Context: an optimization exercise on an open-source flow, tuned for small area. The choices shown serve that exercise and are no tape-out recipe.
Only simulation tests tie the RTL to the original design; equivalence was not proved.
Power figures rest on the tool's default switching activity, not on a simulated workload.

`flow/run.sh`:
```
#!/bin/bash
# The standard layout (standard.sh with synth_recipe.tcl, both unchanged),
# with three changes:
#  - ABC maps the logic for area with flow/abc_area.script (used by ORFS when
#    ABC_AREA=1) in place of ORFS's own; the registers come from dfflibmap,
#    which runs before ABC, so they are the standard synthesis's;
#  - the port buffers use the smallest buffer cell;
#  - clock tree synthesis uses clkbuf_4 leaf clusters of up to 9 sinks
#    within 40 um, without dummy loads.
# ORFS writes each step's log under orfs/logs; make's output goes to standard.log.
set -e
here=$(pwd)
rm -rf "$here/orfs_scripts"
cp -r "$FLOW_HOME/scripts" "$here/orfs_scripts"
cp "$here/flow/abc_area.script" "$here/orfs_scripts/abc_area.script"
export SCRIPTS_DIR="$here/orfs_scripts"
export BUFFER_PORTS_ARGS="-buffer_cell sky130_fd_sc_hd__buf_1"
export CTS_ARGS="-sink_clustering_enable -repair_clock_nets -dont_use_dummy_load -buf_list sky130_fd_sc_hd__clkbuf_4 -sink_clustering_size 9 -sink_clustering_max_diameter 40"
bash standard.sh > standard.log 2>&1
```
`flow/abc_area.script`:
```
strash
balance -l
resub -K 6 -l
rewrite -l
resub -K 6 -N 2 -l
refactor -l
resub -K 8 -l
balance -l
resub -K 8 -N 2 -l
rewrite -l
resub -K 10 -l
rewrite -z -l
resub -K 10 -N 2 -l
balance -l
resub -K 12 -l
refactor -z -l
resub -K 12 -N 2 -l
rewrite -z -l
balance -l
dch -f
amap -m -F 4 -A 4
topo
stime -c
```
`standard.sh`:
```
#!/bin/bash
# synth_recipe.tcl (not shown) runs the flow's synth.tcl, then flattens the netlist and writes it again
# the make line also repeats each setting of config.mk as NAME=value (left out here)
make -C /OpenROAD-flow-scripts/flow DESIGN_CONFIG=/design/flow/config.mk WORK_HOME=/design/flow/orfs CLKGATE_MAP_FILE= SYNTH_SCRIPT=/design/flow/synth_recipe.tcl "${@:-finish}"
```
`config.mk`:
```
export PLATFORM = sky130hd
export DESIGN_NAME = ambient_light_backlight_controller
export DESIGN_NICKNAME = ambient_light_backlight_controller
export VERILOG_FILES = /design/flow/design.v
export SDC_FILE = /design/flow/constraint.sdc
export NUM_CORES = 4
export LEC_CHECK = 0
export ABC_AREA = 1
export CAP_MARGIN = 20
export CORE_MARGIN = 2
export CORE_UTILIZATION = 55
export SLEW_MARGIN = 20
```
`constraint.sdc`:
```
create_clock -name core_clock -period 10.0 [get_ports {clock}]
set_input_delay 2.0000 -clock core_clock [delete_from_list [all_inputs] [get_ports {clock}]]
set_output_delay 2.0000 -clock core_clock [all_outputs]
set_load 0.01 [all_outputs]
```
`design.v`:
```
package als_pkg;
   localparam int LEVEL_W = 10;
   typedef enum logic [2:0] {
      CSR_ALPHA_UP        = 3'd0,
      CSR_ALPHA_DOWN      = 3'd1,
      CSR_CURVE_MIDPOINT  = 3'd2,
      CSR_HYSTERESIS_BAND = 3'd3,
      CSR_RAMP_SHIFT      = 3'd4,
      CSR_MIN_LEVEL       = 3'd5,
      CSR_MAX_LEVEL       = 3'd6
   } als_csr_type;
   localparam logic [7:0]  ALPHA_UP_RST   = 8'd77;
   localparam logic [7:0]  ALPHA_DOWN_RST = 8'd20;
   localparam logic [9:0]  MIDPOINT_RST   = 10'd50;
   localparam logic [5:0]  BAND_RST       = 6'd6;
   localparam logic [2:0]  SHIFT_RST      = 3'd3;
   localparam logic [9:0]  MIN_LEVEL_RST  = 10'd2;
   localparam logic [9:0]  MAX_LEVEL_RST  = 10'd510;
   localparam logic [7:0]  SLIDER_RST     = 8'd128;
   localparam logic [7:0]  SLIDER_FULL    = 8'd255;
   typedef struct packed {
      logic wr_en;
      logic clear;
      logic start;
   } als_win_ctl_type;
   function automatic logic [LEVEL_W-1:0] als_clamp(input logic signed [12:0] v,
                                                    input logic [LEVEL_W-1:0] lo,
                                                    input logic [LEVEL_W-1:0] hi);
      logic [LEVEL_W-1:0] r;
      if (v < $signed({3'b000, lo})) begin
         r = lo;
      end else if (v > $signed({3'b000, hi})) begin
         r = hi;
      end else begin
         r = v[LEVEL_W-1:0];
      end
      als_clamp = r;
   endfunction
endpackage
module ambient_light_backlight_controller #(
   parameter int WINDOW_SIZE = 5,
   parameter int LUX_BITS    = 16
) (
   input  logic       clock,
   input  logic       reset,
   input  logic        req_valid,
   output logic        req_ready,
   input  logic        req_kind,
   input  logic [15:0] req_lux_sample,
   input  logic        req_auto_mode,
   input  logic        req_slider_valid,
   input  logic [7:0]  req_slider_level,
   output logic        rsp_valid,
   input  logic        rsp_ready,
   output logic [9:0]  rsp_backlight_level,
   output logic        rsp_level_written,
   output logic [9:0]  rsp_target_level,
   output logic [15:0] rsp_filtered_lux,
   input  logic       csr_wr_en,
   input  logic [2:0] csr_index,
   input  logic [9:0] csr_wr_data
);
   typedef enum logic [4:0] {
      S_IDLE, S_SAMP, S_MEDC, S_FLOAD, S_CMP, S_EMA, S_DIVS, S_SMAP,
      S_DIV, S_OFFC, S_TGT, S_TGT2, S_GUPD, S_DIST, S_PREROT, S_RAMP, S_MSMAP,
      S_ACC
   } st_t;
   logic [7:0]  alpha_up_ff, alpha_down_ff;
   logic [9:0]  midpoint_ff;
   logic [5:0]  band_ff;
   logic [2:0]  shift_ff;
   logic [9:0]  min_ff, max_ff;
   st_t         state_ff;
   logic [3:0]  ph_ff;         
   logic [5:0]  cnt_ff;        
   logic [3:0]  pass_ff;       
   logic [4:0]  fill_ff;       
   logic        lm_ff, lmv_ff;
   logic        lsv_ff;
   logic [7:0]  lsl_ff;
   logic [7:0]  man_ff;
   logic        cv_ff;
   logic        wr_ff;
   logic        rspv_ff;
   logic [15:0] w0, w1, w2, w3, w4;
   logic [23:0] f_ff;
   logic [17:0] r_ff;
   logic [9:0]  q_ff;
   logic [10:0] off_ff;
   logic [9:0]  goal_ff;
   logic [9:0]  cur_ff;
   logic [7:0]  acc_ff;
   logic [4:0] blw_ff;
   logic [2:0] lo_idx_ff, hi_idx_ff;
   logic mcar_ff;
   logic k1, k2, k3, k4, k5, k6, k7;
   logic [1:0] d_ff;
   logic up_ff, neg_ff, lt_ff, ltm_ff, gtm_ff, nz_ff, gtc_ff, eqc_ff;
   logic auto_m, mc, capture;
   logic [7:0] sw;
   assign auto_m  = req_auto_mode;
   assign mc      = !lmv_ff || (req_auto_mode != lm_ff);
   assign capture = req_auto_mode && req_slider_valid && lsv_ff && !mc &&
                    (req_slider_level != lsl_ff);
   assign sw      = req_slider_valid ? req_slider_level : man_ff;
   logic [5:0] bi;
   logic [3:0] mi;
   logic [15:0] min_x, max_x, mid_x, band_x;
   logic [15:0] bsel;     
   logic min_b, max_b, mid_b, band_b, maxd_b;
   assign bi     = cnt_ff;
   assign mi     = pass_ff;
   assign min_x  = {6'd0, min_ff};
   assign max_x  = {6'd0, max_ff};
   always_comb begin
      bsel = 16'd0;
      for (int j = 0; j < 10; j++) bsel[j + 1] = max_ff[9 - j];
      if (state_ff == S_DIVS) begin
         bsel = 16'd0;
         for (int j = 0; j < 8; j++) bsel[j] = sw[7 - j];
      end
   end
   assign mid_x  = {6'd0, midpoint_ff};
   assign band_x = {10'd0, band_ff};
   assign min_b  = (bi[5:4] == 2'b00) && min_x[bi[3:0]];
   assign max_b  = (bi[5:4] == 2'b00) && max_x[bi[3:0]];
   assign mid_b  = (bi[5:4] == 2'b00) && mid_x[bi[3:0]];
   assign band_b = (bi[5:4] == 2'b00) && band_x[bi[3:0]];
   assign maxd_b = bsel[mi];
   logic [4:0] vld;
   logic [2:0] klo, khi, rank;
   logic [4:0] taps, blw_nx, tie;
   logic cand, lo_b, hi_b, med_b, m_b;
   assign vld  = mc ? 5'd0 : fill_ff;
   assign klo  = vld[4] ? 3'd2 : vld[2] ? 3'd1 : 3'd0;
   assign khi  = vld[3] ? 3'd2 : vld[1] ? 3'd1 : 3'd0;
   assign taps = {w4[0], w3[0], w2[0], w1[0], w0[0]};
   assign cand = taps[pass_ff[2:0]];
   assign tie  = {pass_ff[2:0] > 3'd4, pass_ff[2:0] > 3'd3, pass_ff[2:0] > 3'd2,
                  pass_ff[2:0] > 3'd1, pass_ff[2:0] > 3'd0};
   always_comb begin
      for (int j = 0; j < 5; j++) begin
         blw_nx[j] = (taps[j] != cand) ? cand : ((ph_ff == 4'd0) ? tie[j] : blw_ff[j]);
      end
   end
   assign rank = 3'(blw_nx[0] & vld[0]) + 3'(blw_nx[1] & vld[1]) + 3'(blw_nx[2] & vld[2]) +
                 3'(blw_nx[3] & vld[3]) + 3'(blw_nx[4] & vld[4]);
   assign lo_b = vld[0] && taps[lo_idx_ff];
   assign hi_b = vld[0] && taps[hi_idx_ff];
   assign med_b  = (ph_ff == 4'd0) ? mcar_ff : (lo_b ^ hi_b ^ mcar_ff);
   assign m_b    = (cnt_ff < 6'd8) ? (cnt_ff == 6'd7) : med_b;
   logic [7:0] mul_p;
   logic [7:0] acc_e;
   logic       mul_s;
   logic [8:0] mul_sum;
   assign mul_p   = up_ff ? alpha_up_ff : alpha_down_ff;
   assign acc_e   = acc_ff;
   assign mul_sum = {1'b0, acc_e} + (mul_s ? {1'b0, mul_p} : 9'd0);
   logic first;        
   logic active;       
   logic last;         
   logic f_sh, q_sh, off_sh, goal_sh, cur_sh;
   logic f23_in, f15_in, r_in, q_in, off_in, goal_in, cur_in;
   logic nk1, nk2, nk3, nk4, nk5, nk6, nk7;
   logic [1:0] nd;
   logic nup, nneg, nlt, nltm, ngtm, nnz, ngtc, neqc;
   logic k1e, k2e;
   logic ph9_state;
   assign ph9_state = (state_ff == S_FLOAD) || (state_ff == S_CMP) || (state_ff == S_EMA);
   assign first     = (cnt_ff == 6'd0);
   assign active    = !ph9_state || !first || (ph_ff == 4'd9);
   assign k1e = first ? 1'b0 : k1;
   assign k2e = first ? 1'b0 : k2;
   function automatic logic maj(input logic a, input logic b, input logic c);
      maj = (a & b) | (a & c) | (b & c);
   endfunction
   function automatic logic bor(input logic a, input logic b, input logic c);
      bor = (!a & b) | (!a & c) | (b & c);
   endfunction
   logic a_x, b_x, s_x, t_x, g_x, c_x, st_x, au_x, ox_x;
   logic fl, d2x, dD, sD, rr, xx, xd, aa, tt, qd, dbit, nq;
   always_comb begin
      f_sh = 1'b0; q_sh = 1'b0; off_sh = 1'b0; goal_sh = 1'b0; cur_sh = 1'b0;
      f23_in  = f_ff[0];
      f15_in  = f_ff[16];
      r_in    = r_ff[0];
      q_in    = q_ff[0];
      off_in  = off_ff[0];
      goal_in = goal_ff[0];
      cur_in  = cur_ff[0];
      nk1 = k1; nk2 = k2; nk3 = k3; nk4 = k4; nk5 = k5; nk6 = k6; nk7 = k7;
      nd = d_ff;
      nup = up_ff; nneg = neg_ff; nlt = lt_ff; nltm = ltm_ff; ngtm = gtm_ff;
      nnz = nz_ff; ngtc = gtc_ff; neqc = eqc_ff;
      mul_s = 1'b0;
      a_x = 1'b0; b_x = 1'b0; s_x = 1'b0; t_x = 1'b0; g_x = 1'b0; c_x = 1'b0;
      st_x = 1'b0; au_x = 1'b0; ox_x = 1'b0;
      fl = 1'b0; d2x = 1'b0; dD = 1'b0; sD = 1'b0; rr = 1'b0; xx = 1'b0; xd = 1'b0;
      aa = 1'b0; tt = 1'b0; qd = 1'b0; dbit = 1'b0; nq = 1'b0;
      last = 1'b0;
      unique case (state_ff)
         S_MEDC: begin
            if (max_b != min_b) nneg = min_b;
            else if (first)     nneg = 1'b0;
            {nk7, nk6, nk5, nk4, nk3} = blw_nx;
            if ((ph_ff == 4'd15) && vld[pass_ff[2:0]]) begin
               if (rank == klo) {ngtm, nltm, nlt} = pass_ff[2:0];
               if (rank == khi) {neqc, ngtc, nnz} = pass_ff[2:0];
            end
            last = (ph_ff == 4'd15) && (pass_ff == 4'd4);
         end
         S_FLOAD: begin
            if (active) begin
               f_sh   = 1'b1;
               f23_in = m_b;
            end
            last = (cnt_ff == 6'd23);
         end
         S_CMP: begin
            if (active) begin
               f_sh = 1'b1;
               if (m_b != f_ff[0]) nup = m_b;
               else if (first)     nup = 1'b0;
            end
            last = (cnt_ff == 6'd23);
         end
         S_EMA: begin
            if (active) begin
               f_sh = 1'b1;
               a_x  = up_ff ? m_b : f_ff[0];
               b_x  = up_ff ? f_ff[0] : m_b;
               s_x  = a_x ^ b_x ^ k1e;
               nk1  = bor(a_x, b_x, k1e);
               mul_s = (cnt_ff < 6'd24) && s_x;
               if (cnt_ff >= 6'd8 && cnt_ff < 6'd32) begin
                  c_x    = (cnt_ff == 6'd8) ? 1'b0 : k2;
                  f15_in = f_ff[16] ^ mul_sum[0] ^ c_x;
                  nk2    = up_ff ? maj(f_ff[16], mul_sum[0], c_x)
                                 : bor(f_ff[16], mul_sum[0], c_x);
               end
            end
            last = (cnt_ff == 6'd47);
         end
         S_SMAP, S_MSMAP: begin
            q_sh = (cnt_ff < 6'd10);
            a_x  = (cnt_ff < 6'd10) && q_ff[0];
            s_x  = min_b ^ a_x ^ k1e;
            nk1  = neg_ff ? bor(min_b, a_x, k1e) : maj(min_b, a_x, k1e);
            if (state_ff == S_SMAP) begin
               off_sh = 1'b1;
               off_in = (cnt_ff < 6'd10) && s_x;
               last   = (cnt_ff == 6'd10);
            end else begin
               cur_sh  = 1'b1;
               goal_sh = 1'b1;
               cur_in  = s_x;
               goal_in = s_x;
               neqc    = (first ? 1'b1 : eqc_ff) & (s_x == cur_ff[0]);
               last    = (cnt_ff == 6'd9);
            end
         end
         S_DIV, S_DIVS: begin
            f_sh = (cnt_ff < 6'd24) && (state_ff == S_DIV);
            if (cnt_ff < 6'd18) begin
               fl   = (cnt_ff < 6'd16) && f_ff[8];
               a_x  = neg_ff ? min_b : max_b;
               b_x  = neg_ff ? max_b : min_b;
               s_x  = a_x ^ b_x ^ k1e;                  
               if (state_ff == S_DIV) begin
                  aa  = fl;
                  dD  = fl ^ mid_b ^ k1e;
                  nk1 = maj(fl, mid_b, k1e);
               end else begin
                  aa  = s_x;
                  dD  = (cnt_ff >= 6'd3) && (cnt_ff <= 6'd10);
                  nk1 = bor(a_x, b_x, k1e);
               end
               d2x  = k2e;                              
               nk2  = dD;
               sD   = (pass_ff == 4'd0) ? 1'b0 : (d_ff == 2'd1) ? dD : (d_ff == 2'd2) ? d2x : 1'b0;
               rr   = (pass_ff != 4'd0) && r_ff[0];
               xx   = rr ^ sD ^ (first ? 1'b0 : k3);
               nk3  = bor(rr, sD, (first ? 1'b0 : k3));
               xd   = first ? 1'b0 : k4;                
               nk4  = xx;
               aa   = maxd_b && aa;
               tt   = xd ^ aa ^ (first ? 1'b0 : k5);
               nk5  = maj(xd, aa, (first ? 1'b0 : k5));
               r_in = tt;
               if (tt != dD)   nltm = tt;               
               else if (first) nltm = 1'b1;
               if (tt != d2x)  ngtm = tt;               
               else if (first) ngtm = 1'b1;
               nnz = (first ? 1'b0 : nz_ff) | fl;       
            end
            if (cnt_ff < 6'd10) begin
               q_sh = 1'b1;
               qd   = first ? 1'b0 : k6;
               nk6  = q_ff[0];
               dbit = (cnt_ff == 6'd0) ? d_ff[0] : (cnt_ff == 6'd1) ? d_ff[1] : 1'b0;
               nq   = (pass_ff != 4'd0) && (qd ^ dbit ^ (first ? 1'b0 : k7));
               nk7  = maj(qd, dbit, (first ? 1'b0 : k7));
               q_in = nq;
               if (nq != min_b)  nlt = min_b;
               else if (first)   nlt = 1'b0;
            end
            if (cnt_ff == 6'd17) begin
               nd = (!nnz && (state_ff == S_DIV)) ? 2'd0 : ngtm ? 2'd2 : nltm ? 2'd1 : 2'd0;
            end
            last = (cnt_ff == 6'd35) && (pass_ff == 4'd11);
         end
         S_OFFC: begin
            q_sh   = (cnt_ff < 6'd10);
            au_x   = (cnt_ff < 6'd10) && (lt_ff ? min_b : q_ff[0]);
            off_sh = 1'b1;
            off_in = off_ff[0] ^ au_x ^ k1e;
            nk1    = bor(off_ff[0], au_x, k1e);
            last   = (cnt_ff == 6'd10);
         end
         S_TGT: begin
            q_sh   = (cnt_ff < 6'd10);
            au_x   = (cnt_ff < 6'd10) && (lt_ff ? min_b : q_ff[0]);
            off_sh = (cnt_ff < 6'd11);
            off_in = !mc && off_ff[0];
            ox_x   = (cnt_ff < 6'd11) ? (!mc && off_ff[0]) : off_ff[10];
            s_x    = au_x ^ ox_x ^ k1e;
            nk1    = maj(au_x, ox_x, k1e);
            q_in   = s_x;
            if (cnt_ff == 6'd11) begin
               nltm = s_x | ltm_ff;
               ngtm = !s_x & gtm_ff;
            end else begin
               if (s_x != min_b)  nltm = min_b;
               else if (first)    nltm = 1'b0;
               if (s_x != max_b)  ngtm = s_x;
               else if (first)    ngtm = 1'b0;
            end
            last = (cnt_ff == 6'd11);
         end
         S_TGT2: begin
            q_sh    = (cnt_ff < 6'd10);
            goal_sh = (cnt_ff < 6'd10);
            t_x     = (cnt_ff < 6'd10) && (ltm_ff ? min_b : gtm_ff ? max_b : q_ff[0]);
            g_x     = (cnt_ff < 6'd10) && goal_ff[0];
            a_x     = g_x ^ band_b ^ k1e;            
            nk1     = maj(g_x, band_b, k1e);
            b_x     = t_x ^ band_b ^ k2e;            
            nk2     = maj(t_x, band_b, k2e);
            if (t_x != a_x)  nnz = t_x;
            else if (first)  nnz = 1'b0;
            if (g_x != b_x)  ngtc = g_x;
            else if (first)  ngtc = 1'b0;
            last = (cnt_ff == 6'd10);
         end
         S_GUPD: begin
            q_sh    = 1'b1;
            goal_sh = 1'b1;
            cur_sh  = 1'b1;
            t_x     = ltm_ff ? min_b : gtm_ff ? max_b : q_ff[0];
            g_x     = (mc || nz_ff || gtc_ff) ? t_x : goal_ff[0];
            goal_in = g_x;
            c_x     = cur_ff[0];
            if (g_x != c_x)  nup = g_x;
            else if (first)  nup = 1'b0;
            neqc = (first ? 1'b1 : eqc_ff) & (g_x == c_x);
            last = (cnt_ff == 6'd9);
         end
         S_DIST: begin
            goal_sh = 1'b1;
            cur_sh  = 1'b1;
            q_sh    = 1'b1;
            a_x     = up_ff ? goal_ff[0] : cur_ff[0];
            b_x     = up_ff ? cur_ff[0] : goal_ff[0];
            s_x     = a_x ^ b_x ^ k1e;
            nk1     = bor(a_x, b_x, k1e);
            q_in    = s_x;
            last    = (cnt_ff == 6'd9);
         end
         S_PREROT: begin
            q_sh = (cnt_ff[2:0] != shift_ff);
            q_in = 1'b0;
         end
         S_RAMP: begin
            q_sh    = 1'b1;
            goal_sh = 1'b1;
            cur_sh  = 1'b1;
            st_x    = q_ff[0] | (first & (q_ff == 10'd0));
            c_x     = cur_ff[0];
            s_x     = c_x ^ st_x ^ k1e;
            nk1     = up_ff ? maj(c_x, st_x, k1e) : bor(c_x, st_x, k1e);
            cur_in  = !cv_ff ? goal_ff[0] : eqc_ff ? c_x : s_x;
            last    = (cnt_ff == 6'd9);
         end
         default: begin
         end
      endcase
   end
   assign req_ready = ((state_ff == S_SAMP) && (ph_ff == 4'd15)) || (state_ff == S_ACC);
   always_ff @(posedge clock) begin
      if (reset) begin
         alpha_up_ff   <= als_pkg::ALPHA_UP_RST;
         alpha_down_ff <= als_pkg::ALPHA_DOWN_RST;
         midpoint_ff   <= als_pkg::MIDPOINT_RST;
         band_ff       <= als_pkg::BAND_RST;
         shift_ff      <= als_pkg::SHIFT_RST;
         min_ff        <= als_pkg::MIN_LEVEL_RST;
         max_ff        <= als_pkg::MAX_LEVEL_RST;
      end else if (csr_wr_en) begin
         unique case (csr_index)
            als_pkg::CSR_ALPHA_UP:        alpha_up_ff   <= csr_wr_data[7:0];
            als_pkg::CSR_ALPHA_DOWN:      alpha_down_ff <= csr_wr_data[7:0];
            als_pkg::CSR_CURVE_MIDPOINT:  midpoint_ff   <= csr_wr_data;
            als_pkg::CSR_HYSTERESIS_BAND: band_ff       <= csr_wr_data[5:0];
            als_pkg::CSR_RAMP_SHIFT:      shift_ff      <= csr_wr_data[2:0];
            als_pkg::CSR_MIN_LEVEL:       min_ff        <= csr_wr_data;
            als_pkg::CSR_MAX_LEVEL:       max_ff        <= csr_wr_data;
            default: begin
            end
         endcase
      end
   end
   logic ins;
   assign ins = (state_ff == S_SAMP);
   always_ff @(posedge clock) begin
      w0 <= {ins ? req_lux_sample[ph_ff] : w0[0], w0[15:1]};
      w1 <= {ins ? w0[0] : w1[0], w1[15:1]};
      w2 <= {ins ? w1[0] : w2[0], w2[15:1]};
      w3 <= {ins ? w2[0] : w3[0], w3[15:1]};
      w4 <= {ins ? w3[0] : w4[0], w4[15:1]};
      mcar_ff <= (lo_b & hi_b) | ((lo_b ^ hi_b) & (ph_ff != 4'd0) & mcar_ff);
   end
   assign blw_ff    = {k7, k6, k5, k4, k3};
   assign lo_idx_ff = {gtm_ff, ltm_ff, lt_ff};
   assign hi_idx_ff = {eqc_ff, gtc_ff, nz_ff};
   always_ff @(posedge clock) begin
      if (f_sh)    f_ff    <= {f23_in, f_ff[23:17], f15_in, f_ff[15:1]};
      r_ff <= {r_in, r_ff[17:1]};
      if (q_sh)    q_ff    <= {q_in, q_ff[9:1]};
      if (off_sh)  off_ff  <= {off_in, off_ff[10:1]};
      if (goal_sh) goal_ff <= {goal_in, goal_ff[9:1]};
      if (cur_sh)  cur_ff  <= {cur_in, cur_ff[9:1]};
      acc_ff <= mul_sum[8:1];
      k1 <= nk1; k2 <= nk2; k3 <= nk3; k4 <= nk4; k5 <= nk5; k6 <= nk6; k7 <= nk7;
      d_ff   <= nd;
      up_ff  <= nup;
      neg_ff <= nneg;
      lt_ff  <= nlt;
      ltm_ff <= nltm;
      gtm_ff <= ngtm;
      nz_ff  <= nnz;
      gtc_ff <= ngtc;
      eqc_ff <= neqc;
   end
   always_ff @(posedge clock) begin
      if (reset) begin
         state_ff <= S_IDLE;
         ph_ff    <= 4'd0;
         cnt_ff   <= 6'd0;
         pass_ff  <= 4'd0;
         fill_ff  <= 5'd0;
         lmv_ff   <= 1'b0;
         lsv_ff   <= 1'b0;
         man_ff   <= als_pkg::SLIDER_RST;
         cv_ff    <= 1'b0;
         rspv_ff  <= 1'b0;
      end else begin
         ph_ff <= ph_ff + 4'd1;
         if (rspv_ff && rsp_ready) rspv_ff <= 1'b0;
         if (active) cnt_ff <= cnt_ff + 6'd1;
         if (last) cnt_ff <= 6'd0;
         unique case (state_ff)
            S_IDLE: begin
               cnt_ff  <= 6'd0;
               pass_ff <= 4'd0;
               if ((ph_ff == 4'd15) && req_valid) begin
                  if (!req_kind) state_ff <= S_SAMP;
                  else if (!rspv_ff) state_ff <= S_MEDC;
               end
            end
            S_SAMP: begin
               if (ph_ff == 4'd15) begin
                  state_ff <= S_IDLE;
                  fill_ff <= {fill_ff[3:0], 1'b1};
               end
            end
            S_MEDC: begin
               if (ph_ff == 4'd15) pass_ff <= pass_ff + 4'd1;
               if (last) begin
                  state_ff <= mc ? S_FLOAD : auto_m ? S_CMP : S_DIVS;
                  pass_ff  <= 4'd0;
               end
            end
            S_FLOAD: begin
               if (last) state_ff <= auto_m ? S_DIV : S_DIVS;
               pass_ff <= 4'd0;
            end
            S_CMP: begin
               if (last) state_ff <= S_EMA;
            end
            S_EMA: begin
               if (last) state_ff <= capture ? S_DIVS : S_DIV;
               pass_ff <= 4'd0;
            end
            S_DIVS: begin
               if (cnt_ff == 6'd35) begin
                  cnt_ff  <= 6'd0;
                  pass_ff <= pass_ff + 4'd1;
               end
               if (last) state_ff <= auto_m ? S_SMAP : S_MSMAP;
            end
            S_SMAP: begin
               if (last) state_ff <= S_DIV;
               pass_ff <= 4'd0;
            end
            S_DIV: begin
               if (cnt_ff == 6'd35) begin
                  cnt_ff  <= 6'd0;
                  pass_ff <= pass_ff + 4'd1;
               end
               if (last) state_ff <= capture ? S_OFFC : S_TGT;
            end
            S_OFFC: begin
               if (last) state_ff <= S_TGT;
            end
            S_TGT: begin
               if (last) state_ff <= S_TGT2;
            end
            S_TGT2: begin
               if (last) state_ff <= S_GUPD;
            end
            S_GUPD: begin
               if (last) state_ff <= S_DIST;
            end
            S_DIST: begin
               if (last) state_ff <= S_PREROT;
            end
            S_PREROT: begin
               if (cnt_ff[2:0] == shift_ff) begin
                  state_ff <= S_RAMP;
                  cnt_ff   <= 6'd0;
               end
            end
            S_RAMP: begin
               if (last) begin
                  state_ff <= S_ACC;
                  wr_ff    <= !cv_ff || !eqc_ff;
               end
            end
            S_MSMAP: begin
               if (last) begin
                  state_ff <= S_ACC;
                  wr_ff    <= !cv_ff || !neqc;
               end
            end
            S_ACC: begin
               state_ff <= S_IDLE;
               rspv_ff  <= 1'b1;
               cv_ff    <= 1'b1;
               lm_ff    <= req_auto_mode;
               lmv_ff   <= 1'b1;
               if (mc) fill_ff <= 5'd0;
               lsv_ff   <= req_auto_mode && (req_slider_valid || (lsv_ff && !mc));
               if (req_auto_mode && req_slider_valid) lsl_ff <= req_slider_level;
               if (!req_auto_mode && req_slider_valid) man_ff <= req_slider_level;
            end
            default: begin
               state_ff <= S_IDLE;
            end
         endcase
      end
   end
   assign rsp_valid           = rspv_ff;
   assign rsp_backlight_level = cur_ff;
   assign rsp_level_written   = wr_ff;
   assign rsp_target_level    = goal_ff;
   assign rsp_filtered_lux    = f_ff[23:8];
endmodule
```
==> metrics.md, run 1 <==
| Metric | Value |
|---|---|
| Largest family of logic cells by synthesized area | `compound AO/OA/AOI/OAI gates` |
| Clock Path Buffers | `3` |
| Leak Pwr | `4.509 nW` |
| Crit path max fanout | `9` |
| Minimum clock period | `6.896 ns` |
| RSZ-0062 raised after global routing | `false` |
| Dpl hpwl | `22,490 um` |
| Ys flop type | `dfxtp_1` |
| Slew @ Worst Pin | `1.025 ns` |
| # nets final | `1,404` |
| Drt pass-1 iters | `10` |
| Syn avg cell area | `10.02 um2` |
| DRT antenna net count | `0` |
| Total Die Area | `22,720 um2` |
| Post-synthesis adder-cell area fraction | `0.05538` |
| Busiest grt layer | `met2` |
| DRC Markers | `0` |
| Post-synth EDFFs | `91` |
| Post-synthesis compound-gate area fraction | `0.2182` |
| Chip Width | `150.7 um` |
| CTS root buffer | `clkbuf_4` |
| Place WS | `2.521 ns` |
| Clock buffer count from CTS | `44` |
| Area of the core | `21,090 um2` |
| Cell Area, Synth | `11,840 um2` |
| Setup Skew | `0.04007 ns` |
| Routing usage on met2 | `0.4027` |
| Post-CTS Hold Fix Bufs | `0` |
| Initial antenna violation count | `2` |
| Iter 0 DRT Violations | `1,135` |
| Peak supply drop | `0.1608 mV` |
| Port Buffer Count | `83` |
| Reg2reg path depth | `25` |
| Simple-Gate Fraction of Synth Area | `0.1011` |
| CP startpoint | `req_auto_mode` |
| Boundary pin count | `84` |
| Via count | `9,680` |
| Starting Density | `0.5614` |
| Layout Cells excl Fill | `1,589` |
| Max-cap check violation count | `0` |
| Worst Hold Class | `reg -> reg` |
| CP Class | `in -> reg` |
| Met1 Resource Use GR | `0.4006` |
| Top cells by count, synth | `dfxtp_1, clkinv_1, nor2_1` |
| Setup TNS | `0 ns` |
| CP arrival | `7.46 ns` |
| Achievable frequency | `0.1450 GHz` |
| Dominant cell by count in the synthesized netlist | `dfxtp_1` |
| Post-Place Cells | `1,544` |
| CP Launch Type | `input pin` |
| WL/cell | `19.49 um` |
| RR Endpoint | `acc_ff[7]$_DFF_P_` |
| Async S/R FF share, synth | `0` |
| Final Hold Fails | `0` |
| WL final | `30,960 um` |
| Synth cell types | `50` |
| Final design utilization | `0.6104` |
| Endpoints failing setup | `0` |
| Post-synthesis xor/xnor area fraction | `0` |
| Synthesis-to-layout area growth | `8.719%` |
| Crit path top cell by count | `nor2_1` |
| Critical Path RT | `10.57 ns` |
| Final Wtd Congestion | `1.034` |
| All-Layer GR Usage | `0.2737` |
| CP endpoint | `acc_ff[7]$_DFF_P_` |
| Yosys Warn Count | `1` |
| Post-synth top area cell | `dfxtp_1` |
| Relative slew slack | `0.3122` |
| Slowest cell on the critical path | `fa_1` |
| Via density | `6.092` |
| Worst skew pair latency | `0.65 ns` |
| Synth Instances | `1,181` |
| Worst setup margin | `3.104 ns` |
| Post-synth top area share | `0.3348` |
| Clock sink total | `289` |
| DIE HEIGHT | `150.7 um` |
| Number of global-route vias before repair | `8,983` |
| Cts repair resizes | `0` |
| Yosys reg bits | `289` |
| Rows | `53` |
| Worst R2R Setup Slack | `3.86 ns` |
| Hold Path Stages | `0` |
| RR Startpoint | `cnt_ff[0]$_SDFF_PP0_` |
| Largest net degree at the start of global routing | `60` |
| Synth area leaders | `dfxtp_1, edfxtp_1, clkinv_1, nor2_1, o21ai_0` |
| Outcome | `timing/DRC/antenna clean` |
| First-pass GRT wire length | `48,110 um` |
| Htree depth | `2` |
| Critical path capture point type | `register` |
| Pwr/cell area | `252.6 nW/um2` |
| TritonCTS clock tree | `built` |
| Postcts setup bufs | `0` |
| GRT met3 Usage | `0.05727` |
| CP peak stage delay | `0.47 ns` |
| Sequential fraction of the synthesis area | `0.5656` |
| Slew Viols, Final | `0` |
| Fin crit share | `0.6896` |
| Share of post-route cells with drive strength above 1 | `0.05027` |
| Syn_nets | `1,270` |
| Mux contribution to synthesized area | `0.0009512` |
| Clock-pin slew of the registers on the worst-case setup and hold paths | `0.09 ns` |
| Grt ovf | `0` |
-- per-layer routing --
layer	up-vias	part of all wire
met5	-	0.00042
met4	2	0.031
met3	80	0.086
met2	435	0.42
met1	4558	0.46
li1	4605	-
-- report_power, final --
part           internal (mW)  switching (mW)  leakage, nW  total (mW)
Clock                  0.202           0.358        0.202       0.561
Sequential              1.52           0.148         2.46        1.67
Combinational          0.330           0.690         1.84        1.02
-- worst max-delay path: cells and delay by family --
family | cells | cell delay, ns
AND/OR/NAND/NOR | 11 | 1.52
AO/OA/AOI/OAI | 8 | 1.45
adder cells (fa/ha/maj) | 4 | 1.26
buffers and inverters | 7 | 1.23
-- stage by stage --
stage / area [um2] / hold slack [ns] / total power [mW]
floorplan: 11840 / 0.3096 / 2.324
global placement: 12540 / 0.3097 / 2.667
detailed placement: 12540 / 0.3121 / 2.685
CTS: 12870 / 0.3242 / 3.251
global route: 12870 / 0.3241 / 3.449
finish: 12870 / 0.3181 / 3.251
-- worst min path at each step --
stage / from / end / slack [ns]
after floorplan: r_ff[1]$_DFF_P_ / r_ff[0]$_DFF_P_ / 0.31
after global placement: w3[7]$_DFF_P_ / w3[6]$_DFF_P_ / 0.31
after detailed placement: w1[2]$_DFF_P_ / w1[1]$_DFF_P_ / 0.31
after CTS: w1[2]$_DFF_P_ / w1[1]$_DFF_P_ / 0.32
after global routing: w0[15]$_DFF_P_ / w0[14]$_DFF_P_ / 0.32
final: w2[7]$_DFF_P_ / w2[6]$_DFF_P_ / 0.32
-- sequential cells by signal, indices dropped and copies added (netlist names), 8 cells and up --
name	count
goal_ff	10
w4	16
midpoint_ff	10
cur_ff	10
man_ff	8
w1	16
w0	16
w2	16
alpha_up_ff	8
alpha_down_ff	8
off_ff	11
f_ff	24
lsl_ff	8
min_ff	10
max_ff	10
w3	16
q_ff	10
r_ff	18
acc_ff	8
-- layout make-up --
type	count	area, um2
fill	1843	8217
sequential	289	6696
multi-input combinational	723	4454
inverter	153	574.3
timing repair buffer	104	469.2
tap	275	344.1
clock buffer	44	330.3
antenna	1	2.502
-- cells in the final DEF, fill, tap and decap left out, drive strengths merged, types with 4 or more instances in the layout --
cell type and instances:
ha 30, nor2 144, a221oi 20, dfxtp 198, or2 4, nor3 32, a22oi 25, nand3 15
o21ai 104, o22ai 65, edfxtp 91, or4 4, nor4 6, o221a 9, o2111ai 5, nor2b 5
nand4 5, a211oi 6, buf 104, o221ai 21, clkinv 153, and3 5, nand2 56, clkbuf 44
fa 14, a31oi 6, o21a 7, a21oi 84, o22a 6
-- cell families (layout without fill, tap and decap cells) --
group	after synthesis	in the layout
buffers and inverters	169	301
adders and majority gates	44	44
and+or+nand+nor	280	280
DFF	289	289
muxes	1	1
AOI/OAI and AO/OA	398	398
other	0	1
==> run 2, diff against run 1 <==
--- a/design.v
+++ b/design.v
@@ -61,9 +61,11 @@
    input  logic [9:0] csr_wr_data
 );
    typedef enum logic [4:0] {
-      S_IDLE, S_SAMP, S_MEDC, S_FLOAD, S_CMP, S_EMA, S_DIVS, S_SMAP,
-      S_DIV, S_OFFC, S_TGT, S_TGT2, S_GUPD, S_DIST, S_PREROT, S_RAMP, S_MSMAP,
-      S_ACC
+      S_IDLE = 5'd0, S_SAMP = 5'd1, S_ACC = 5'd2, S_MEDC = 5'd3,
+      S_FLOAD = 5'd4, S_CMP = 5'd5, S_EMA = 5'd6, S_PREROT = 5'd7,
+      S_DIV = 5'd8, S_DIVS = 5'd9,
+      S_SMAP = 5'd12, S_OFFC = 5'd13, S_TGT = 5'd14, S_TGT2 = 5'd15,
+      S_GUPD = 5'd16, S_DIST = 5'd17, S_RAMP = 5'd18, S_MSMAP = 5'd19
    } st_t;
    logic [7:0]  alpha_up_ff, alpha_down_ff;
    logic [9:0]  midpoint_ff;
==> flow/run.sh (replaced) <==
#!/bin/bash
# The standard layout (standard.sh with synth_recipe.tcl, both unchanged),
# with three changes:
#  - ABC maps the logic for area with flow/abc_area.script (used by ORFS when
#    ABC_AREA=1) in place of ORFS's own; the registers come from dfflibmap,
#    which runs before ABC, so they are the standard synthesis's;
#  - the port buffers use the smallest buffer cell;
#  - clock tree synthesis uses clkbuf_4 leaf clusters of up to 8 sinks
#    within 50 um, without dummy loads.
# ORFS writes each step's log under orfs/logs; make's output goes to standard.log.
set -e
here=$(pwd)
rm -rf "$here/orfs_scripts"
cp -r "$FLOW_HOME/scripts" "$here/orfs_scripts"
cp "$here/flow/abc_area.script" "$here/orfs_scripts/abc_area.script"
export SCRIPTS_DIR="$here/orfs_scripts"
export BUFFER_PORTS_ARGS="-buffer_cell sky130_fd_sc_hd__buf_1"
export CTS_ARGS="-sink_clustering_enable -repair_clock_nets -dont_use_dummy_load -buf_list sky130_fd_sc_hd__clkbuf_4 -sink_clustering_size 8 -sink_clustering_max_diameter 50"
bash standard.sh > standard.log 2>&1
--- a/config.mk
+++ b/config.mk
@@ -8,5 +8,5 @@
 export ABC_AREA = 1
 export CAP_MARGIN = 20
 export CORE_MARGIN = 2
-export CORE_UTILIZATION = 55
+export CORE_UTILIZATION = 50
 export SLEW_MARGIN = 20
==> metrics.md, run 2 <==
| Metric | Value |
|---|---|
| Outcome | `timing/DRC/antenna clean` |
| Via count | `9,378 (-3.1%)` |
| Post-CTS Hold Fix Bufs | `0 (unchanged)` |
| Worst R2R Setup Slack | `3.85 ns (about the same)` |
| Chip Width | `157.4 um (+4.5%)` |
| Area of the core | `23,260 um2 (+10%)` |
| Worst hold start | `w1[4]$_DFF_P_` |
| Syn_nets | `1,251 (-1.5%)` |
| Number of global-route vias before repair | `8,629 (-3.9%)` |
| Most frequent cells in the layout | `dfxtp_1, clkinv_1, nor2_1, edfxtp_1, o21ai_0` |
| Int Power | `2.062 mW (+0.38%)` |
| Port Buffer Count | `83 (unchanged)` |
| Boundary pin count | `84 (unchanged)` |
| DRT antenna net count | `0 (unchanged)` |
| Dpl hpwl | `21,820 um (-3.0%)` |
| Slew Viols, Final | `0 (unchanged)` |
| Sequential fraction of the synthesis area | `0.5689 (+0.003247)` |
| RR Endpoint | `acc_ff[7]$_DFF_P_` |
| Clock Path Buffers | `3 (unchanged)` |
| CP arrival | `7.91 ns (+0.45 ns)` |
| Fin crit share | `0.7364 (+0.04682)` |
| Drt pass-1 iters | `8 (-2)` |
| Synth area leaders | `dfxtp_1, edfxtp_1, clkinv_1, nor2_1, o21ai_0` |
| CP Launch Type | `input pin` |
| Worst Hold Class | `reg -> reg` |
| Initial antenna violation count | `1 (-1)` |
| Total Die Area | `24,790 um2 (+9.1%)` |
| Yosys reg bits | `289 (unchanged)` |
| Net Sw Power | `1.237 mW (+3.3%)` |
| Top cells by count, synth | `dfxtp_1, clkinv_1, nor2_1` |
| Endpoints failing setup | `0 (unchanged)` |
| CP peak stage delay | `0.68 ns (+0.21 ns)` |
| CP Class | `in -> reg` |
| Reg2reg path depth | `27 (+8.0%)` |
| Iter 0 DRT Violations | `911 (-20%)` |
| Synth Instances | `1,162 (-1.6%)` |
| Sequential share of power | `0.501 (-0.013)` |
| All-Layer GR Usage | `0.2466 (-0.02711)` |
| Setup TNS | `0 ns (unchanged)` |
| Rows | `56 (+5.7%)` |
| Switching share of power | `0.3749 (+0.006724)` |
| DRC Markers | `0 (unchanged)` |
| Max reg flops | `24 (unchanged)` |
| Clock sink total | `289 (unchanged)` |
| Achievable frequency | `0.1358 GHz (-6.4%)` |
| Post-Place Cells | `1,564 (+1.3%)` |
| Clock-pin slew of the registers on the worst-case setup and hold paths | `0.08 ns (about the same)` |
| Top reg by flops | `f_ff` |
| TritonCTS clock tree | `built` |
| Htree depth | `2 (unchanged)` |
| RR Startpoint | `lmv_ff$_SDFFE_PP0P_` |
| Grt ovf | `0 (unchanged)` |
| Crit path max fanout | `9 (unchanged)` |
| Combinational Power Share | `0.328 (+0.014)` |
| Synthesis-to-layout area growth | `9.173%` |
| Clock buffer count from CTS | `44 (unchanged)` |
| Postcts setup bufs | `0 (unchanged)` |
| Layout Cells excl Fill | `1,610 (+1.3%)` |
| Slowest cell on the critical path | `nor4_2` |
| PnR Total Power | `3.299 mW (+1.5%)` |
| Yosys Warn Count | `1 (unchanged)` |
| Pwr/cell area | `256.7 nW/um2 (+1.6%)` |
| Crit path top cell by count | `nor2_1` |
| Final Hold Fails | `0 (unchanged)` |
| Post-synth top area cell | `dfxtp_1` |
| Post-synth EDFFs | `91 (unchanged)` |
| RSZ-0062 raised after global routing | `false` |
| Slew @ Worst Pin | `0.9636 ns (-0.06115 ns)` |
| Final instance area | `12,850 um2 (-0.16%)` |
| Final Wtd Congestion | `0.9670 (-6.5%)` |
| DIE HEIGHT | `157.4 um (+4.5%)` |
| Final design utilization | `0.5524 (-0.05792)` |
| Minimum clock period | `7.364 ns (+0.4682 ns)` |
| CP startpoint | `req_auto_mode` |
| Leak Pwr | `4.476 nW (-0.72%)` |
| Hold Path Stages | `0 (unchanged)` |
| WL/cell | `18.71 um (-4.0%)` |
| Via density | `5.825 (-4.4%)` |
| First-pass GRT wire length | `47,270 um (-1.8%)` |
| Cts repair resizes | `0 (unchanged)` |
| Critical Path RT | `10.55 ns (-0.02 ns)` |
| Largest regs | `f_ff x24, r_ff x18` |
| Cell area after placement | `12,500 um2 (-0.34%)` |
| Async S/R FF share, synth | `0 (unchanged)` |
| Clk pwr share | `0.171 (about the same)` |
| WL final | `30,130 um (-2.7%)` |
| Largest net degree at the start of global routing | `53 (-12%)` |
| # nets final | `1,380 (-1.7%)` |
| Peak supply drop | `0.1512 mV (-6.0%)` |
| Most common cell after layout, fill and taps aside | `dfxtp_1` |
| Ys flop type | `dfxtp_1` |
| Critical path capture point type | `register` |
| Relative slew slack | `0.3533 (+0.04104)` |
| Share of post-route cells with drive strength above 1 | `0.05043 (+0.0001601)` |
| Synth cell types | `51 (+2.0%)` |
| Dominant cell by count in the synthesized netlist | `dfxtp_1` |
| CTS root buffer | `clkbuf_4` |
| Starting Density | `0.5060 (-0.05539)` |
| Setup Skew | `0.05085 ns (+0.01078 ns)` |
| Post-synth top area share | `0.3367 (+0.001922)` |
| Worst skew pair latency | `0.66 ns (about the same)` |
| Syn avg cell area | `10.13 um2 (+1.1%)` |
| Cell Area, Synth | `11,770 um2 (-0.57%)` |
| Worst Hold Path EP | `w1[3]$_DFF_P_` |
| Max-cap check violation count | `0 (unchanged)` |
==> run 2: layout make-up <==
type | instances | area [um2]
Antenna cell | 2 | 5.005
Clock buffer | 44 | 330.3
Tap cell | 319 | 399.1
Inverter | 145 | 544.3
Sequential cell | 289 | 6696
Multi-Input combinational cell | 712 | 4444
Fill cell | 2167 | 10410
Timing Repair Buffer | 99 | 431.7
==> run 2: worst max-delay path, delay by kind of cell <==
family,cells,cell delay [ns]
compound gates,8,1.93
buf+inv,5,0.86
simple gates,12,1.77
fa+ha+maj,4,1.35
==> run 2: power by group through the flow <==
stage                     combinational, mW  sequential [mW]  clock (mW)
after floorplan                       0.717             1.63           0
after global placement                 1.04             1.67           0
after detailed placement               1.05             1.68           0
after CTS                              1.06             1.65       0.592
after global routing                   1.20             1.68       0.637
final                                  1.08             1.65       0.564
==> run 2: how the worst max path moves through the flow <==
stage | slack, ns | end | cells past startpoint
6_report | 2.64 | acc_ff[7]$_DFF_P_ | 29
4_1_cts | 2.34 | acc_ff[7]$_DFF_P_ | 29
3_5_place_dp | 1.70 | acc_ff[7]$_DFF_P_ | 29
3_3_place_gp | 1.98 | acc_ff[7]$_DFF_P_ | 29
5_1_grt | 2.05 | acc_ff[7]$_DFF_P_ | 30
2_1_floorplan | 3.10 | acc_ff[7]$_DFF_P_ | 28
==> run 2: cells by family (layout without fill, tap and decap cells) <==
logic type | after synthesis | in the layout | share of synthesized area
buffers and inverters | 161 | 288 | 0.05644
DFF | 289 | 289 | 0.5689
xor gates and xnor gates | 1 | 1 | 0.0007442
adders and majority gates | 44 | 44 | 0.05570
other | 0 | 2 | 0
AOI/OAI and AO/OA | 386 | 386 | 0.2164
and+or+nand+nor | 281 | 281 | 0.1018
==> run 2: per-stage QoR <==
stage / hold slack [ns] / setup WS, ns
6_report: 0.3240 / 2.636
5_1_grt: 0.3303 / 2.051
4_1_cts: 0.3245 / 2.339
3_5_place_dp: 0.3121 / 1.702
3_3_place_gp: 0.3098 / 1.982
2_1_floorplan: 0.3096 / 3.098
==> run 2: metal layers <==
metal | track usage | vias to the layer above | wire [um] | share of wire
li1 | - | 4547 | - | -
met1 | 0.3723 | 4377 | 14640 | 0.49
met2 | 0.3525 | 388 | 12300 | 0.41
met3 | 0.03882 | 66 | 2104 | 0.070
met4 | 0.09784 | 0 | 1084 | 0.036
met5 | 0 | - | 0 | 0
==> run 3, diff against run 2 <==
--- a/config.mk
+++ b/config.mk
@@ -8,5 +8,5 @@
 export ABC_AREA = 1
 export CAP_MARGIN = 20
 export CORE_MARGIN = 2
-export CORE_UTILIZATION = 50
+export CORE_UTILIZATION = 62
 export SLEW_MARGIN = 20
==> metrics.md, run 3 <==
| Metric | Value |
|---|---|
| Outcome | `timing/DRC/antenna clean` |
| Starting Density | `0.6314 (+0.1254)` |
| DRC Markers | `0 (unchanged)` |
| Met3 routed WL | `2710 um (+29%)` |
| Cell Area, Synth | `11,770 um2 (unchanged)` |
| Final Wtd Congestion | `1.019 (+5.4%)` |
| Htree depth | `2 (unchanged)` |
| Dominant cell by count in the synthesized netlist | `dfxtp_1` |
| Reg2reg path depth | `27 (unchanged)` |
| DR WL met2 | `12,910 um (+5.0%)` |
| Achievable frequency | `0.1350 GHz (-0.56%)` |
| Drt pass-1 iters | `6 (-2)` |
| Syn_nets | `1,251 (unchanged)` |
| CP Launch Type | `input pin` |
| Post-synth EDFFs | `91 (unchanged)` |
| Sequential fraction of the synthesis area | `0.5689 (unchanged)` |
| Iter 0 DRT Violations | `931 (+2.2%)` |
| Most frequent cells in the layout | `dfxtp_1, clkinv_1, nor2_1, edfxtp_1, o21ai_0` |
| Post-synth top area cell | `dfxtp_1` |
| Total Die Area | `20,100 um2 (-19%)` |
| CP peak stage delay | `0.70 ns (+0.02 ns)` |
| Via count | `9,586 (+2.2%)` |
| Clock buffer count from CTS | `44 (unchanged)` |
| Postcts setup bufs | `0 (unchanged)` |
| Async S/R FF share, synth | `0 (unchanged)` |
| Peak supply drop | `0.1631 mV (+7.9%)` |
| Largest regs | `f_ff x24, r_ff x18` |
| Crit path max fanout | `9 (unchanged)` |
| Slowest cell on the critical path | `o221ai_1` |
| Synth cell types | `51 (unchanged)` |
| Port Buffer Count | `83 (unchanged)` |
| M1 WL | `13,280 um (-9.3%)` |
| Slew @ Worst Pin | `0.9547 ns (-0.008937 ns)` |
| Number of global-route vias before repair | `8,927 (+3.5%)` |
| Clock-pin slew of the registers on the worst-case setup and hold paths | `0.09 ns (about the same)` |
| Pwr/cell area | `259.9 nW/um2 (+1.2%)` |
| Syn avg cell area | `10.13 um2 (unchanged)` |
| Minimum clock period | `7.405 ns (+0.04115 ns)` |
| Worst R2R Setup Slack | `3.72 ns (-0.13 ns)` |
| Combinational Power Share | `0.328 (about the same)` |
| Critical path capture point type | `register` |
| Share of post-route cells with drive strength above 1 | `0.05116 (+0.0007361)` |
| Final Hold Fails | `0 (unchanged)` |
| Top sig layer | `met4` |
| Net Sw Power | `1.245 mW (+0.71%)` |
| Via density | `6.282 (+7.8%)` |
| Rows | `50 (-11%)` |
| Setup Skew | `0.06814 ns (+0.01729 ns)` |
| TritonCTS clock tree | `built` |
| Ys flop type | `dfxtp_1` |
| Top delay family on crit path | `compound AO/OA/AOI/OAI gates` |
| Int Power | `2.066 mW (+0.19%)` |
| Chip Width | `141.8 um (-9.9%)` |
| Area of the core | `18,640 um2 (-20%)` |
| Setup TNS | `0 ns (unchanged)` |
| Crit path buf inv count | `5 (unchanged)` |
| Worst skew pair latency | `0.67 ns (about the same)` |
| Max-cap check violation count | `0 (unchanged)` |
| Relative slew slack | `0.3587 (+0.005371)` |
| Final design utilization | `0.6835 (+0.1310)` |
| CP Depth | `29 (unchanged)` |
| Max reg flops | `24 (unchanged)` |
| Clk pwr share | `0.171 (about the same)` |
| Initial antenna violation count | `1 (unchanged)` |
| RSZ-0062 raised after global routing | `false` |
| Switching share of power | `0.3761 (+0.001221)` |
| CP arrival | `7.97 ns (+0.06 ns)` |
| Yosys Warn Count | `1 (unchanged)` |
| Grt ovf | `0 (unchanged)` |
| All-Layer GR Usage | `0.3017 (+0.05509)` |
| Slew Viols, Final | `0 (unchanged)` |
| Cts repair resizes | `0 (unchanged)` |
| Post-synth top area share | `0.3367 (unchanged)` |
| Clock sink total | `289 (unchanged)` |
| Yosys reg bits | `289 (unchanged)` |
| Fillers | `1,466 (-32%)` |
| First-pass GRT wire length | `47,550 um (+0.61%)` |
| Top cells by count, synth | `dfxtp_1, clkinv_1, nor2_1` |
| Synth Instances | `1,162 (unchanged)` |
| CTS root buffer | `clkbuf_4` |
| Boundary pin count | `84 (unchanged)` |
| Crit path top cell by count | `nor2_1` |
| Synth area leaders | `dfxtp_1, edfxtp_1, clkinv_1, nor2_1, o21ai_0` |
| Synthesis-to-layout area growth | `8.248%` |
| Critical Path RT | `10.56 ns (about the same)` |
| Top reg by flops | `f_ff` |
| Hold Path Stages | `0 (unchanged)` |
| Post-CTS Hold Fix Bufs | `0 (unchanged)` |
| Endpoints failing setup | `0 (unchanged)` |
| CP Class | `in -> reg` |
| Most common cell after layout, fill and taps aside | `dfxtp_1` |
| DRT antenna net count | `0 (unchanged)` |
| PnR Total Power | `3.311 mW (+0.38%)` |
| Dpl hpwl | `21,820 um (about the same)` |
| DIE HEIGHT | `141.8 um (-9.9%)` |
| Largest net degree at the start of global routing | `54 (+1.9%)` |
| Leak Pwr | `4.481 nW (+0.11%)` |
| Clock Path Buffers | `3 (unchanged)` |
| WL/cell | `19.68 um (+5.1%)` |
| WL final | `30,030 um (-0.35%)` |
| # nets final | `1,381 (+0.072%)` |
| Sequential share of power | `0.501 (about the same)` |
| Worst Hold Class | `reg -> reg` |
| Fin crit share | `0.7405 (+0.004115)` |
run 3: final timing paths:
kind | start | endpoint
min reg2reg | w0[2]$_DFF_P_ | w0[1]$_DFF_P_
min | w0[2]$_DFF_P_ | w0[1]$_DFF_P_
max | req_auto_mode | acc_ff[7]$_DFF_P_
max reg2reg | lmv_ff$_SDFFE_PP0P_ | acc_ff[7]$_DFF_P_
run 3: final cells by class:
| cell class | count | area [um2] | area share |
|---|---|---|---|
| Clock buffer | 44 | 330.3 | 0.02592 |
| Multi-Input combinational cell | 712 | 4434 | 0.3480 |
| Antenna cell | 2 | 5.005 | 0.0003928 |
| Tap cell | 234 | 292.8 | 0.02298 |
| Inverter | 145 | 544.3 | 0.04271 |
| Timing Repair Buffer | 100 | 439.2 | 0.03447 |
| Sequential cell | 289 | 6696 | 0.5255 |
run 3: power by group through the flow:
stage          registers, mW  logic (mW)  clock network (mW)
2_1_floorplan           1.63       0.717                   0
4_1_cts                 1.66        1.05               0.582
5_1_grt                 1.68        1.19               0.624
3_5_place_dp            1.68        1.04                   0
3_3_place_gp            1.67        1.03                   0
6_report                1.66        1.09               0.566
run 3: stage by stage:
step                std cells  setup WS (ns)  cell area [um2]  hold slack (ns)
global placement         1480          2.031            12390           0.3095
CTS                      1524          2.302            12720           0.3003
floorplan                1162          3.098            11770           0.3096
detailed placement       1480          1.637            12390           0.3121
finish                   1526          2.595            12740           0.3009
global route             1526          2.070            12740           0.3129
run 3: cell families (layout without fill, tap and decap cells):
| kind of cell | Yosys count | after routing | share of synthesized area |
|---|---|---|---|
| AO/OA/AOI/OAI | 386 | 386 | 0.2164 |
| XOR/XNOR | 1 | 1 | 0.0007442 |
| adder cells (fa/ha/maj) | 44 | 44 | 0.05570 |
| buffers and inverters | 161 | 289 | 0.05644 |
| flip-flops | 289 | 289 | 0.5689 |
| other | 0 | 2 | 0 |
| AND/OR/NAND/NOR | 281 | 281 | 0.1018 |
run 3: routing by layer:
metal	vias up	global-route usage
met2	499	0.4474
met5	-	0
met3	82	0.05805
met4	0	0.1268
met1	4451	0.4364
li1	4554	-
==> run 4, diff against run 3 <==
--- a/config.mk
+++ b/config.mk
@@ -8,5 +8,5 @@
 export ABC_AREA = 1
 export CAP_MARGIN = 20
 export CORE_MARGIN = 2
-export CORE_UTILIZATION = 62
+export CORE_UTILIZATION = 55
 export SLEW_MARGIN = 20
==> metrics.md, run 4 <==
| Metric | Value |
|---|---|
| Postcts setup bufs | `0 (unchanged)` |
| Largest regs | `f_ff x24, r_ff x18` |
| Starting Density | `0.5600 (-0.07144)` |
| DR WL met2 | `12,980 um (+0.52%)` |
| Crit path max fanout | `9 (unchanged)` |
| Worst Hold Path EP | `r_ff[15]$_DFF_P_` |
| Worst skew pair latency | `0.66 ns (about the same)` |
| Outcome | `timing/DRC/antenna clean` |
| Number of global-route vias before repair | `8,817 (-1.2%)` |
| Setup Skew | `0.03943 ns (-0.02871 ns)` |
| Grt ovf | `0 (unchanged)` |
| Slowest cell on the critical path | `o221ai_1` |
| Sequential fraction of the synthesis area | `0.5689 (unchanged)` |
| Most frequent cells in the layout | `dfxtp_1, clkinv_1, nor2_1, edfxtp_1, o21ai_0` |
| Max-cap check violation count | `0 (unchanged)` |
| Endpoints failing setup | `0 (unchanged)` |
| Clock Path Buffers | `3 (unchanged)` |
| Initial antenna violation count | `1 (unchanged)` |
| Post-synth top area cell | `dfxtp_1` |
| Share of post-route cells with drive strength above 1 | `0.05108 (-0.00007920)` |
| Via density | `6.022 (-4.1%)` |
| All-Layer GR Usage | `0.2740 (-0.02769)` |
| Max reg flops | `24 (unchanged)` |
| Final Hold Fails | `0 (unchanged)` |
| Leak Pwr | `4.488 nW (+0.17%)` |
| Largest net degree at the start of global routing | `60 (+11%)` |
| Slew @ Worst Pin | `0.8814 ns (-0.07327 ns)` |
| Slew Viols, Final | `0 (unchanged)` |
| Worst hold start | `r_ff[16]$_DFF_P_` |
| Hold Path Stages | `0 (unchanged)` |
| RR Endpoint | `acc_ff[7]$_DFF_P_` |
| Peak supply drop | `0.1774 mV (+8.7%)` |
| Clock-pin slew of the registers on the worst-case setup and hold paths | `0.09 ns (about the same)` |
| Minimum clock period | `7.386 ns (-0.01883 ns)` |
| Syn_nets | `1,251 (unchanged)` |
| Critical Path RT | `10.57 ns (about the same)` |
| WL final | `30,260 um (+0.79%)` |
| Crit path top cell by count | `nor2_1` |
| Top sig layer | `met5` |
| Fillers | `1,854 (+26%)` |
| Dominant cell by count in the synthesized netlist | `dfxtp_1` |
| Met3 routed WL | `2752 um (+1.5%)` |
| Ys flop type | `dfxtp_1` |
| Top reg by flops | `f_ff` |
| Rows | `53 (+6.0%)` |
| PnR Total Power | `3.298 mW (-0.39%)` |
| Iter 0 DRT Violations | `847 (-9.0%)` |
| Yosys Warn Count | `1 (unchanged)` |
| DRT antenna net count | `0 (unchanged)` |
| Reg2reg path depth | `27 (unchanged)` |
| Synth Instances | `1,162 (unchanged)` |
| Yosys reg bits | `289 (unchanged)` |
| Critical path capture point type | `register` |
| Area of the core | `21,020 um2 (+13%)` |
| Drt pass-1 iters | `5 (-1)` |
| Via count | `9,443 (-1.5%)` |
| Clock buffer count from CTS | `43 (-2.3%)` |
| Register area | `6696 um2 (unchanged)` |
| DRC Markers | `0 (unchanged)` |
| CTS root buffer | `clkbuf_4` |
| Synthesis-to-layout area growth | `8.759%` |
| Relative slew slack | `0.4102 (+0.05157)` |
| WL/cell | `19.30 um (-1.9%)` |
| Cts repair resizes | `0 (unchanged)` |
| Async S/R FF share, synth | `0 (unchanged)` |
| Final Wtd Congestion | `1.027 (+0.71%)` |
| Post-synth top area share | `0.3367 (unchanged)` |
| Dpl hpwl | `21,850 um (+0.15%)` |
| Total Die Area | `22,590 um2 (+12%)` |
| Pwr/cell area | `257.6 nW/um2 (-0.86%)` |
| Boundary pin count | `84 (unchanged)` |
| Clock sink total | `289 (unchanged)` |
| Syn avg cell area | `10.13 um2 (unchanged)` |
| Chip Width | `150.3 um (+6.0%)` |
| Post-synth EDFFs | `91 (unchanged)` |
| CP Class | `in -> reg` |
| # nets final | `1,383 (+0.14%)` |
| CP Launch Type | `input pin` |
| DIE HEIGHT | `150.3 um (+6.0%)` |
| TritonCTS clock tree | `built` |
| Synth area leaders | `dfxtp_1, edfxtp_1, clkinv_1, nor2_1, o21ai_0` |
| Htree depth | `2 (unchanged)` |
| M1 WL | `13,560 um (+2.1%)` |
| CP arrival | `7.95 ns (-0.02 ns)` |
| RSZ-0062 raised after global routing | `false` |
| Fin crit share | `0.7386 (-0.001883)` |
| RR Startpoint | `lmv_ff$_SDFFE_PP0P_` |
| Worst Hold Class | `reg -> reg` |
| Worst R2R Setup Slack | `3.82 ns (+0.10 ns)` |
| CP peak stage delay | `0.71 ns (about the same)` |
| Port Buffer Count | `83 (unchanged)` |
| Post-CTS Hold Fix Bufs | `0 (unchanged)` |
| Cell Area, Synth | `11,770 um2 (unchanged)` |
| Setup TNS | `0 ns (unchanged)` |
| Synth cell types | `51 (unchanged)` |
| Multi-input logic area | `4431 um2 (about the same)` |
| Top cells by count, synth | `dfxtp_1, clkinv_1, nor2_1` |
| Achievable frequency | `0.1354 GHz (+0.25%)` |
| Most common cell after layout, fill and taps aside | `dfxtp_1` |
| First-pass GRT wire length | `48,010 um (+0.96%)` |
run 4: final cells by class:
type	instances	share of cell area
antenna	1	0.0001955
clock buffer	43	0.02522
inverter	145	0.04251
multi-input combinational	712	0.3461
sequential	289	0.5231
tap	275	0.02688
timing repair buffer	103	0.03606
run 4: per-layer routing:
layer / GRT usage / vias up
li1: - / 4563
met1: 0.3938 / 4367
met2: 0.4107 / 446
met3: 0.05758 / 65
met4: 0.09198 / 2
met5: 0.02727 / -
run 4: logic make-up (layout without fill, tap and decap cells):
group / count (synthesis) / count (layout) / synth area share
and+or+nand+nor: 281 / 281 / 0.1018
other: 0 / 1 / 0
DFF: 289 / 289 / 0.5689
AOI/OAI and AO/OA: 386 / 386 / 0.2164
xor gates and xnor gates: 1 / 1 / 0.0007442
adders and majority gates: 44 / 44 / 0.05570
buffers and inverters: 161 / 291 / 0.05644
run 4: how the worst max path moves through the flow:
| stage | start | end | slack, ns | cells after the start |
|---|---|---|---|---|
| finish | req_auto_mode | acc_ff[7]$_DFF_P_ | 2.61 | 29 |
| global route | req_auto_mode | acc_ff[7]$_DFF_P_ | 2.06 | 30 |
| CTS | req_auto_mode | acc_ff[7]$_DFF_P_ | 2.75 | 29 |
| detailed placement | req_auto_mode | acc_ff[7]$_DFF_P_ | 2.08 | 29 |
| global placement | req_auto_mode | acc_ff[7]$_DFF_P_ | 1.92 | 29 |
| floorplan | req_auto_mode | acc_ff[7]$_DFF_P_ | 3.10 | 28 |
run 4: where the power goes:
| group | switching, mW | internal [mW] |
|---|---|---|
| Clock | 0.361 | 0.198 |
| Sequential | 0.145 | 1.51 |
| Combinational | 0.731 | 0.352 |
| Total | 1.24 | 2.06 |
run 4: critical path: cells and delay by family:
| kind | cells | cell delay (ns) |
|---|---|---|
| AOI/OAI and AO/OA | 8 | 2.02 |
| adders and majority gates | 4 | 1.34 |
| buffers and inverters | 5 | 0.90 |
| and+or+nand+nor | 12 | 1.70 |
run 4: metrics by stage:
| stage | hold WS, ns | cell area (um2) | setup slack, ns | util | std cells |
|---|---|---|---|---|---|
| floorplan | 0.3096 | 11770 | 3.098 | - | 1162 |
| global placement | 0.3098 | 12450 | 1.920 | 0.5922 | 1522 |
| detailed placement | 0.3121 | 12460 | 2.079 | 0.5929 | 1524 |
| CTS | 0.3224 | 12790 | 2.746 | 0.6082 | 1567 |
| global route | 0.3268 | 12800 | 2.057 | 0.6090 | 1568 |
| finish | 0.3240 | 12800 | 2.614 | 0.6090 | 1568 |
==> run 5, diff against run 4 <==
--- a/design.v
+++ b/design.v
@@ -397,7 +397,7 @@
          end
       endcase
    end
-   assign req_ready = ((state_ff == S_SAMP) && (ph_ff == 4'd15)) || (state_ff == S_ACC);
+   assign req_ready = !reset && (((state_ff == S_SAMP) && (ph_ff == 4'd15)) || (state_ff == S_ACC));
    always_ff @(posedge clock) begin
       if (reset) begin
          alpha_up_ff   <= als_pkg::ALPHA_UP_RST;
==> metrics.md, run 5 <==
| Metric | Value |
|---|---|
| Dominant cell by count in the synthesized netlist | `dfxtp_1` |
| Via count | `9,570 (+1.3%)` |
| Post-synthesis adder-cell area fraction | `0.05567 (about the same)` |
| Ys flop type | `dfxtp_1` |
| # nets final | `1,387 (+0.29%)` |
| Most common cell after layout, fill and taps aside | `dfxtp_1` |
| WL final | `30,580 um (+1.0%)` |
| Critical Path RT | `10.59 ns (+0.02 ns)` |
| Clock-pin slew of the registers on the worst-case setup and hold paths | `0.08 ns (about the same)` |
| Setup Skew | `0.08653 ns (+0.04710 ns)` |
| Endpoints failing setup | `0 (unchanged)` |
| Pwr/cell area | `253.2 nW/um2 (-1.7%)` |
| Synth area leaders | `dfxtp_1, edfxtp_1, clkinv_1, nor2_1, o21ai_0` |
| Dpl hpwl | `21,970 um (+0.56%)` |
| Clock sink total | `289 (unchanged)` |
| All-Layer GR Usage | `0.2744 (+0.0004567)` |
| RR Endpoint | `acc_ff[7]$_DFF_P_` |
| Register area | `6696 um2 (unchanged)` |
| Area of the core | `21,020 um2 (unchanged)` |
| Top cells by count, synth | `dfxtp_1, clkinv_1, nor2_1` |
| Yosys Warn Count | `1 (unchanged)` |
| Top reg by flops | `f_ff` |
| Post-CTS Hold Fix Bufs | `0 (unchanged)` |
| CP startpoint | `req_auto_mode` |
| Worst R2R Setup Slack | `3.93 ns (+0.11 ns)` |
| CTS root buffer | `clkbuf_4` |
| Crit path max fanout | `9 (unchanged)` |
| Fin crit share | `0.7115 (-0.02712)` |
| Crit path top cell by count | `nor2_1` |
| RR Startpoint | `cnt_ff[1]$_SDFF_PP0_` |
| CP endpoint | `acc_ff[7]$_DFF_P_` |
| Iter 0 DRT Violations | `905 (+6.8%)` |
| DRC Markers | `0 (unchanged)` |
| Reg2reg path depth | `25 (-7.4%)` |
| Most frequent cells in the layout | `dfxtp_1, clkinv_1, nor2_1, edfxtp_1, o21ai_0` |
| Post-synth top area cell | `dfxtp_1` |
| Starting Density | `0.5602 (about the same)` |
| Worst Hold Class | `reg -> reg` |
| Slowest cell on the critical path | `nor4_2` |
| RSZ-0062 raised after global routing | `false` |
| Synth cell types | `46 (-9.8%)` |
| Boundary pin count | `84 (unchanged)` |
| Async S/R FF share, synth | `0 (unchanged)` |
| Largest regs | `f_ff x24, r_ff x18` |
| Outcome | `timing/DRC/antenna clean` |
| Clock Path Buffers | `3 (unchanged)` |
| TritonCTS clock tree | `built` |
| Largest family of logic cells by synthesized area | `compound AO/OA/AOI/OAI gates` |
| Htree depth | `2 (unchanged)` |
| Multi-input logic area | `4419 um2 (-0.25%)` |
| Grt ovf | `0 (unchanged)` |
| Via density | `6.084 (+1.0%)` |
| Share of post-route cells with drive strength above 1 | `0.05247 (+0.001386)` |
| Total Die Area | `22,600 um2 (about the same)` |
| Mux contribution to synthesized area | `0.0009562 (+0.0009562)` |
| Synth Instances | `1,164 (+0.17%)` |
| Leak Pwr | `4.492 nW (about the same)` |
| Sequential fraction of the synthesis area | `0.5686 (about the same)` |
| Max-cap check violation count | `0 (unchanged)` |
| Drt pass-1 iters | `8 (+3)` |
| Syn avg cell area | `10.12 um2 (-0.13%)` |
| Slew Viols, Final | `0 (unchanged)` |
| Critical path capture point type | `register` |
| Cell Area, Synth | `11,780 um2 (about the same)` |
| DRT antenna net count | `0 (unchanged)` |
| Post-synthesis xor/xnor area fraction | `0 (-0.0007440)` |
| Post-synth top area share | `0.3366 (about the same)` |
| Final Wtd Congestion | `0.9922 (-3.3%)` |
| Number of global-route vias before repair | `9,038 (+2.5%)` |
| Post-synth EDFFs | `91 (unchanged)` |
| Setup TNS | `0 ns (unchanged)` |
==> run 5: per-layer routing <==
layer,vias to the layer above,global-route usage,wire [um]
li1,4578,-,-
met1,4446,0.3800,13470
met2,448,0.4111,12990
met3,98,0.06758,2911
met4,0,0.1175,1203
met5,-,0,0
==> run 5: how the worst min path moves through the flow <==
| stage | from | endpoint | cells after the start | slack [ns] |
|---|---|---|---|---|
| finish | w3[10]$_DFF_P_ | w3[9]$_DFF_P_ | 0 | 0.32 |
| global route | w3[10]$_DFF_P_ | w3[9]$_DFF_P_ | 0 | 0.33 |
| CTS | w3[10]$_DFF_P_ | w3[9]$_DFF_P_ | 0 | 0.33 |
| detailed placement | w0[10]$_DFF_P_ | w0[9]$_DFF_P_ | 0 | 0.31 |
| global placement | w4[5]$_DFF_P_ | w4[4]$_DFF_P_ | 0 | 0.31 |
| floorplan | r_ff[1]$_DFF_P_ | r_ff[0]$_DFF_P_ | 0 | 0.31 |
==> run 5: through the flow <==
step	instance area [um2]	setup WS, ns	hold slack, ns	power [mW]	cells
2_1_floorplan	11780	3.196	0.3096	2.310	1164
3_3_place_gp	12470	2.183	0.3105	2.651	1526
3_5_place_dp	12470	1.850	0.3121	2.666	1526
4_1_cts	12810	2.532	0.3268	3.245	1571
5_1_grt	12820	2.271	0.3274	3.443	1572
6_report	12820	2.885	0.3207	3.245	1573
==> run 5: power breakdown <==
group          leakage, nW  internal (mW)  total [mW]  switching (mW)
clock network        0.207          0.207       0.572           0.365
registers             2.46           1.51        1.65           0.139
logic                 1.82          0.331        1.03           0.695
total                 4.49           2.05        3.25            1.20
==> run 5: final cells by class <==
cell class                      count  share of cell area
Antenna cell                        2           0.0003904
Clock buffer                       45             0.02635
Inverter                          148             0.04333
Multi-Input combinational cell    711              0.3447
Sequential cell                   289              0.5223
Tap cell                          275             0.02684
Timing Repair Buffer              103             0.03601
==> run 5: cells by family after synthesis <==
logic type	after synthesis
multiplexers	1
buffers and inverters	164
AND/OR/NAND/NOR	276
AO/OA/AOI/OAI	390
adder cells (fa/ha/maj)	44
flip-flops	289
==> run 5: worst max-delay path, delay by kind of cell <==
| family | cells | cell delay (ns) |
|---|---|---|
| buffers and inverters | 6 | 0.89 |
| AND/OR/NAND/NOR | 13 | 1.94 |
| AO/OA/AOI/OAI | 8 | 1.53 |
| adder cells (fa/ha/maj) | 4 | 1.31 |
